From an optimization exercise on the open Yosys and OpenROAD flow, aimed at small area, a short achievable clock period and few clock cycles per item; shortcuts taken in it are not production practice.
The RTL was checked by simulation tests, not by an equivalence proof against the original design.
Power and IR drop assume default switching activity. The clock port is modelled as an ideal driver; clocking choices that lean on that would not hold on a real chip.

Design deque_top, start of the top module:
module deque_top (
  input  logic        clk,
  input  logic        rst,
  input  logic        start,
  output logic        busy,
  input  logic [1:0]  cmd_action,
  input  logic [31:0] cmd_data,
  output logic        done,
  output logic [31:0] res_popped,
  output logic [1:0]  res_status,
  output logic [4:0]  res_count,
  output logic        res_empty,
  output logic [31:0] res_front,
  output logic [31:0] res_back
);
  deq_pkg::cmd_t cmd;
  deq_pkg::res_t result;
  assign cmd.action  = deq_pkg::action_t'(cmd_action);
  assign cmd.data_in = cmd_data;
  double_ended_queue u_deq (
    .clk         (clk),
    .rst         (rst),
    .start       (start),
    .busy        (busy),
    .cmd_bits    (cmd),
    .done        (done),
    .result_bits (result)
  );
  assign res_popped = result.popped_value;
  assign res_status = result.status;
  assign res_count  = result.entry_count;
  assign res_empty  = result.is_empty;
  assign res_front  = result.front_value;
  assign res_back   = result.back_value;
endmodule
==> module double_ended_queue, before the edit <==
module double_ended_queue #(
  parameter int CAPACITY   = deq_pkg::DEF_CAPACITY,
  parameter int DATA_WIDTH = deq_pkg::DEF_DATA_WIDTH
) (
  input  logic           clk,
  input  logic           rst,
  input  logic           start,
  output logic           busy,
  input  logic [33:0]    cmd_bits,
  output logic           done,
  output logic [103:0]   result_bits
);
  localparam int M  = CAPACITY - 2;
  localparam int W  = DATA_WIDTH;
  localparam int CW = $clog2(CAPACITY + 1);
  deq_pkg::cmd_t cmd;
  deq_pkg::res_t result;
  assign cmd         = cmd_bits;
  assign result_bits = result;
  logic          cv;
  logic [1:0]    cact;
  logic [W-1:0]  cdat;
  logic          rst_q;
  logic          wr_f;       
  logic          wr_b;       
  logic          fs_dat, fs_rd, fs_oth, fs_hold;   
  logic          bs_dat, bs_rd, bs_oth, bs_hold;   
  logic [M-1:0]  rsel;       
  logic [W-1:0]  mem [M];
  logic [M-1:0]  ih_oh;      
  logic [M-1:0]  it_oh;      
  logic [CW-1:0] count;
  logic          is_empty;   
  logic          is_one;     
  logic          is_two;     
  logic          is_full;    
  logic [W-1:0]  front_q;    
  logic [W-1:0]  back_q;     
  logic          done_q;
  logic [W-1:0]  popped_q;
  logic [1:0]    stat_q;
  logic [M-1:0]  ih_nx, it_nx;
  logic [CW-1:0] count_nx;
  logic          empty_nx, one_nx, two_nx, full_nx;
  logic [W-1:0]  front_nx, back_nx;
  logic          push_f, push_b, pop_f, pop_b;
  logic          do_pf, do_pb, do_qf, do_qb;   
  logic          in_go;
  logic          n_pf, n_pb, n_qf, n_qb;
  logic          deep;       
  logic [W-1:0]  rd;
  logic [W-1:0]  wdata;
  logic          in_push, in_room;
  logic [M-1:0]  we;
  assign push_f = (cact == deq_pkg::ACT_PUSH_FRONT);
  assign push_b = (cact == deq_pkg::ACT_PUSH_BACK);
  assign pop_f  = (cact == deq_pkg::ACT_POP_FRONT);
  assign pop_b  = (cact == deq_pkg::ACT_POP_BACK);
  assign deep  = !is_empty && !is_one && !is_two;
  assign wdata = push_f ? front_q : back_q;
  always_comb begin
    rd = '0;
    for (int i = 0; i < M; i++) begin
      rd = rd | ({W{rsel[i]}} & mem[i]);
    end
  end
  always_ff @(posedge clk) begin
    for (int i = 0; i < M; i++) begin
      if (we[i]) begin
        mem[i] <= wdata;
      end
    end
  end
  always_comb begin
    ih_nx    = ih_oh;
    it_nx    = it_oh;
    count_nx = count;
    empty_nx = is_empty;
    one_nx   = is_one;
    two_nx   = is_two;
    full_nx  = is_full;
    if (rst_q) begin
      ih_nx    = {{(M-1){1'b0}}, 1'b1};
      it_nx    = {1'b1, {(M-1){1'b0}}};
      count_nx = '0;
      empty_nx = 1'b1;
      one_nx   = 1'b0;
      two_nx   = 1'b0;
      full_nx  = 1'b0;
    end else begin
      if (do_pf && !is_empty && !is_one) begin
        ih_nx = {ih_oh[0], ih_oh[M-1:1]};
      end else if (do_qf && deep) begin
        ih_nx = {ih_oh[M-2:0], ih_oh[M-1]};
      end
      if (do_pb && !is_empty && !is_one) begin
        it_nx = {it_oh[M-2:0], it_oh[M-1]};
      end else if (do_qb && deep) begin
        it_nx = {it_oh[0], it_oh[M-1:1]};
      end
      if (do_pf || do_pb) begin
        count_nx = count + 1'b1;
        empty_nx = 1'b0;
        one_nx   = is_empty;
        two_nx   = is_one;
        full_nx  = (count == CW'(CAPACITY - 1));
      end else if (do_qf || do_qb) begin
        count_nx = count - 1'b1;
        empty_nx = is_one;
        one_nx   = is_two;
        two_nx   = (count == CW'(3));
        full_nx  = 1'b0;
      end
    end
  end
  assign front_nx = ({W{fs_dat}} & cdat) | ({W{fs_rd}} & rd) |
                    ({W{fs_oth}} & back_q) | ({W{fs_hold}} & front_q);
  assign back_nx  = ({W{bs_dat}} & cdat) | ({W{bs_rd}} & rd) |
                    ({W{bs_oth}} & front_q) | ({W{bs_hold}} & back_q);
  assign in_go   = start && !rst;
  assign in_push = in_go && !cmd.action[1];
  assign in_room = !empty_nx && !one_nx && !full_nx;
  assign n_pf    = in_go && (cmd.action == deq_pkg::ACT_PUSH_FRONT) && !full_nx;
  assign n_pb    = in_go && (cmd.action == deq_pkg::ACT_PUSH_BACK) && !full_nx;
  assign n_qf    = in_go && (cmd.action == deq_pkg::ACT_POP_FRONT) && !empty_nx;
  assign n_qb    = in_go && (cmd.action == deq_pkg::ACT_POP_BACK) && !empty_nx;
  always_comb begin
    for (int i = 0; i < M; i++) begin
      we[i] = (wr_f && ih_oh[(i+1)%M]) || (wr_b && it_oh[(i+M-1)%M]);
    end
  end
  always_ff @(posedge clk) begin
    cv     <= start && !rst;
    done_q <= cv && !rst;
    rst_q  <= rst;
    cact   <= cmd.action;
    cdat   <= cmd.data_in;
    rsel   <= cmd.action[0] ? it_nx : ih_nx;
    do_pf  <= n_pf;
    do_pb  <= n_pb;
    do_qf  <= n_qf;
    do_qb  <= n_qb;
    fs_dat  <= n_pf || (n_pb && empty_nx);
    fs_rd   <= n_qf && !one_nx && !two_nx;
    fs_oth  <= n_qf && two_nx;
    fs_hold <= !rst && !(n_pf || (n_pb && empty_nx) || n_qf || (n_qb && one_nx));
    bs_dat  <= n_pb || (n_pf && empty_nx);
    bs_rd   <= n_qb && !one_nx && !two_nx;
    bs_oth  <= n_qb && two_nx;
    bs_hold <= !rst && !(n_pb || (n_pf && empty_nx) || n_qb || (n_qf && one_nx));
    wr_f   <= in_push && in_room && !cmd.action[0];
    wr_b   <= in_push && in_room && cmd.action[0];
  end
  always_ff @(posedge clk) begin
    ih_oh    <= ih_nx;
    it_oh    <= it_nx;
    count    <= count_nx;
    is_empty <= empty_nx;
    is_one   <= one_nx;
    is_two   <= two_nx;
    is_full  <= full_nx;
    front_q  <= front_nx;
    back_q   <= back_nx;
  end
  always_ff @(posedge clk) begin
    popped_q <= pop_f ? front_q : (pop_b ? back_q : '0);
    if (push_f || push_b) begin
      stat_q <= is_full ? deq_pkg::STAT_FULL : deq_pkg::STAT_OK;
    end else begin
      stat_q <= is_empty ? deq_pkg::STAT_EMPTY : deq_pkg::STAT_OK;
    end
  end
  always_comb begin
    busy                = 1'b0;
    done                = done_q;
    result.popped_value = popped_q;
    result.status       = deq_pkg::status_t'(stat_q);
    result.entry_count  = count;
    result.is_empty     = is_empty;
    result.front_value  = front_q;
    result.back_value   = back_q;
  end
endmodule
export LEC_CHECK = 0
export CAP_MARGIN = 20
export CORE_MARGIN = 2
export CORE_UTILIZATION = 40
export SETUP_SLACK_MARGIN = 2.8
export SLEW_MARGIN = 20
create_clock -name core_clock -period 5.0 [get_ports {clk}]
standard.sh (not shown) runs the stock make flow with config.mk's settings and CLKGATE_MAP_FILE= SYNTH_SCRIPT=/design/flow/synth_recipe.tcl, a recipe that flattens the netlist after the stock synthesis.
==> flow/flow/run.sh <==
#!/bin/bash
# Standard ORFS layout with two changes: ports get a plain buffer cell, and
# CTS builds larger sink clusters without dummy loads.
set -euo pipefail
export BUFFER_PORTS_ARGS="-buffer_cell sky130_fd_sc_hd__buf_2"
export CTS_ARGS="-sink_clustering_enable -repair_clock_nets -dont_use_dummy_load -buf_list {sky130_fd_sc_hd__clkbuf_8 sky130_fd_sc_hd__clkbuf_16} -sink_clustering_size 30 -sink_clustering_max_diameter 100"
bash standard.sh > standard.log 2>&1
Testbench counts at the start, summed over its fixed seeds: cycles 8,016, items 8,000.
==> next run, changes <==
--- a/flow/design.v
+++ b/flow/design.v
@@ -62,7 +62,8 @@
   output logic           done,
   output logic [103:0]   result_bits
 );
-  localparam int M  = CAPACITY - 2;
+  localparam int M  = CAPACITY - 2;    
+  localparam int J  = M / 2;           
   localparam int W  = DATA_WIDTH;
   localparam int CW = $clog2(CAPACITY + 1);
   deq_pkg::cmd_t cmd;
@@ -79,8 +80,8 @@
   logic          bs_dat, bs_rd, bs_oth, bs_hold;   
   logic [M-1:0]  rsel;       
   logic [W-1:0]  mem [M];
-  logic [M-1:0]  ih_oh;      
-  logic [M-1:0]  it_oh;      
+  logic [J-1:0]  ih_j;       
+  logic [J-1:0]  it_j;       
   logic [CW-1:0] count;
   logic          is_empty;   
   logic          is_one;     
@@ -91,7 +92,7 @@
   logic          done_q;
   logic [W-1:0]  popped_q;
   logic [1:0]    stat_q;
-  logic [M-1:0]  ih_nx, it_nx;
+  logic [J-1:0]  ih_nx, it_nx;
   logic [CW-1:0] count_nx;
   logic          empty_nx, one_nx, two_nx, full_nx;
   logic [W-1:0]  front_nx, back_nx;
@@ -104,6 +105,25 @@
   logic [W-1:0]  wdata;
   logic          in_push, in_room;
   logic [M-1:0]  we;
+  function automatic logic [J-1:0] j_inc(input logic [J-1:0] j);
+    j_inc = {j[J-2:0], ~j[J-1]};
+  endfunction
+  function automatic logic [J-1:0] j_dec(input logic [J-1:0] j);
+    j_dec = {~j[0], j[J-1:1]};
+  endfunction
+  function automatic logic [M-1:0] j_onehot(input logic [J-1:0] j);
+    j_onehot[0] = !j[J-1] && !j[0];
+    for (int s = 1; s < J; s++) begin
+      j_onehot[s] = j[s-1] && !j[s];
+    end
+    j_onehot[J] = j[J-1] && j[0];
+    for (int s = J + 1; s < M; s++) begin
+      j_onehot[s] = !j[s-J-1] && j[s-J];
+    end
+  endfunction
+  logic [M-1:0]  ih_oh, it_oh;
+  assign ih_oh = j_onehot(ih_j);
+  assign it_oh = j_onehot(it_j);
   assign push_f = (cact == deq_pkg::ACT_PUSH_FRONT);
   assign push_b = (cact == deq_pkg::ACT_PUSH_BACK);
   assign pop_f  = (cact == deq_pkg::ACT_POP_FRONT);
@@ -124,16 +144,16 @@
     end
   end
   always_comb begin
-    ih_nx    = ih_oh;
-    it_nx    = it_oh;
+    ih_nx    = ih_j;
+    it_nx    = it_j;
     count_nx = count;
     empty_nx = is_empty;
     one_nx   = is_one;
     two_nx   = is_two;
     full_nx  = is_full;
     if (rst_q) begin
-      ih_nx    = {{(M-1){1'b0}}, 1'b1};
-      it_nx    = {1'b1, {(M-1){1'b0}}};
+      ih_nx    = '0;                      
+      it_nx    = {1'b1, {(J-1){1'b0}}};   
       count_nx = '0;
       empty_nx = 1'b1;
       one_nx   = 1'b0;
@@ -141,14 +161,14 @@
       full_nx  = 1'b0;
     end else begin
       if (do_pf && !is_empty && !is_one) begin
-        ih_nx = {ih_oh[0], ih_oh[M-1:1]};
+        ih_nx = j_dec(ih_j);
       end else if (do_qf && deep) begin
-        ih_nx = {ih_oh[M-2:0], ih_oh[M-1]};
+        ih_nx = j_inc(ih_j);
       end
       if (do_pb && !is_empty && !is_one) begin
-        it_nx = {it_oh[M-2:0], it_oh[M-1]};
+        it_nx = j_inc(it_j);
       end else if (do_qb && deep) begin
-        it_nx = {it_oh[0], it_oh[M-1:1]};
+        it_nx = j_dec(it_j);
       end
       if (do_pf || do_pb) begin
         count_nx = count + 1'b1;
@@ -187,7 +207,7 @@
     rst_q  <= rst;
     cact   <= cmd.action;
     cdat   <= cmd.data_in;
-    rsel   <= cmd.action[0] ? it_nx : ih_nx;
+    rsel   <= j_onehot(cmd.action[0] ? it_nx : ih_nx);
     do_pf  <= n_pf;
     do_pb  <= n_pb;
     do_qf  <= n_qf;
@@ -204,8 +224,8 @@
     wr_b   <= in_push && in_room && cmd.action[0];
   end
   always_ff @(posedge clk) begin
-    ih_oh    <= ih_nx;
-    it_oh    <= it_nx;
+    ih_j     <= ih_nx;
+    it_j     <= it_nx;
     count    <= count_nx;
     is_empty <= empty_nx;
     is_one   <= one_nx;
- wire length goes up by 2.7%
- via count hardly moves
- die area goes down by 2.1%
- non-clock buffer count goes up by 11
- worst setup slack degrades by 0.034 ns
- register-to-register slack degrades by 0.02 ns
- final cell count goes down by 1.8%
- clock power goes down by about 2%
Testbench counts after the change, summed over its fixed seeds: cycles 8,016, items 8,000.

==> what the ideal ports hide <==
No port has a modelled driver above. Below, the same layouts with a new extraction and two added sets of constraints.
Step 1 assumes that a clkbuf_16 drives the clock port and a buf_2 every other input.
Step 2 also shifts input and output timing later by t, the mid clock arrival at the registers, as if the neighbouring blocks saw the same clock.
Slacks: no drivers / after step 1 / after step 2; pairs: no drivers / after step 1.
run	t, ns	setup slack, ns	hold WS [ns]	latest minus earliest clock arrival (ns)	cell pins on the clock port's net
the first run	0.632	2.824 / 2.763 / 2.838	0.454 / 0.453 / 0.454	0.062 / 0.062	1
the second run	0.619	2.789 / 2.729 / 2.650	0.453 / 0.453 / 0.453	0.087 / 0.087	1
After both steps setup and hold are still met in every run listed. The setup slack of the second run, which loses most, moves by -0.060 ns with the drivers and by -0.139 ns with both steps.
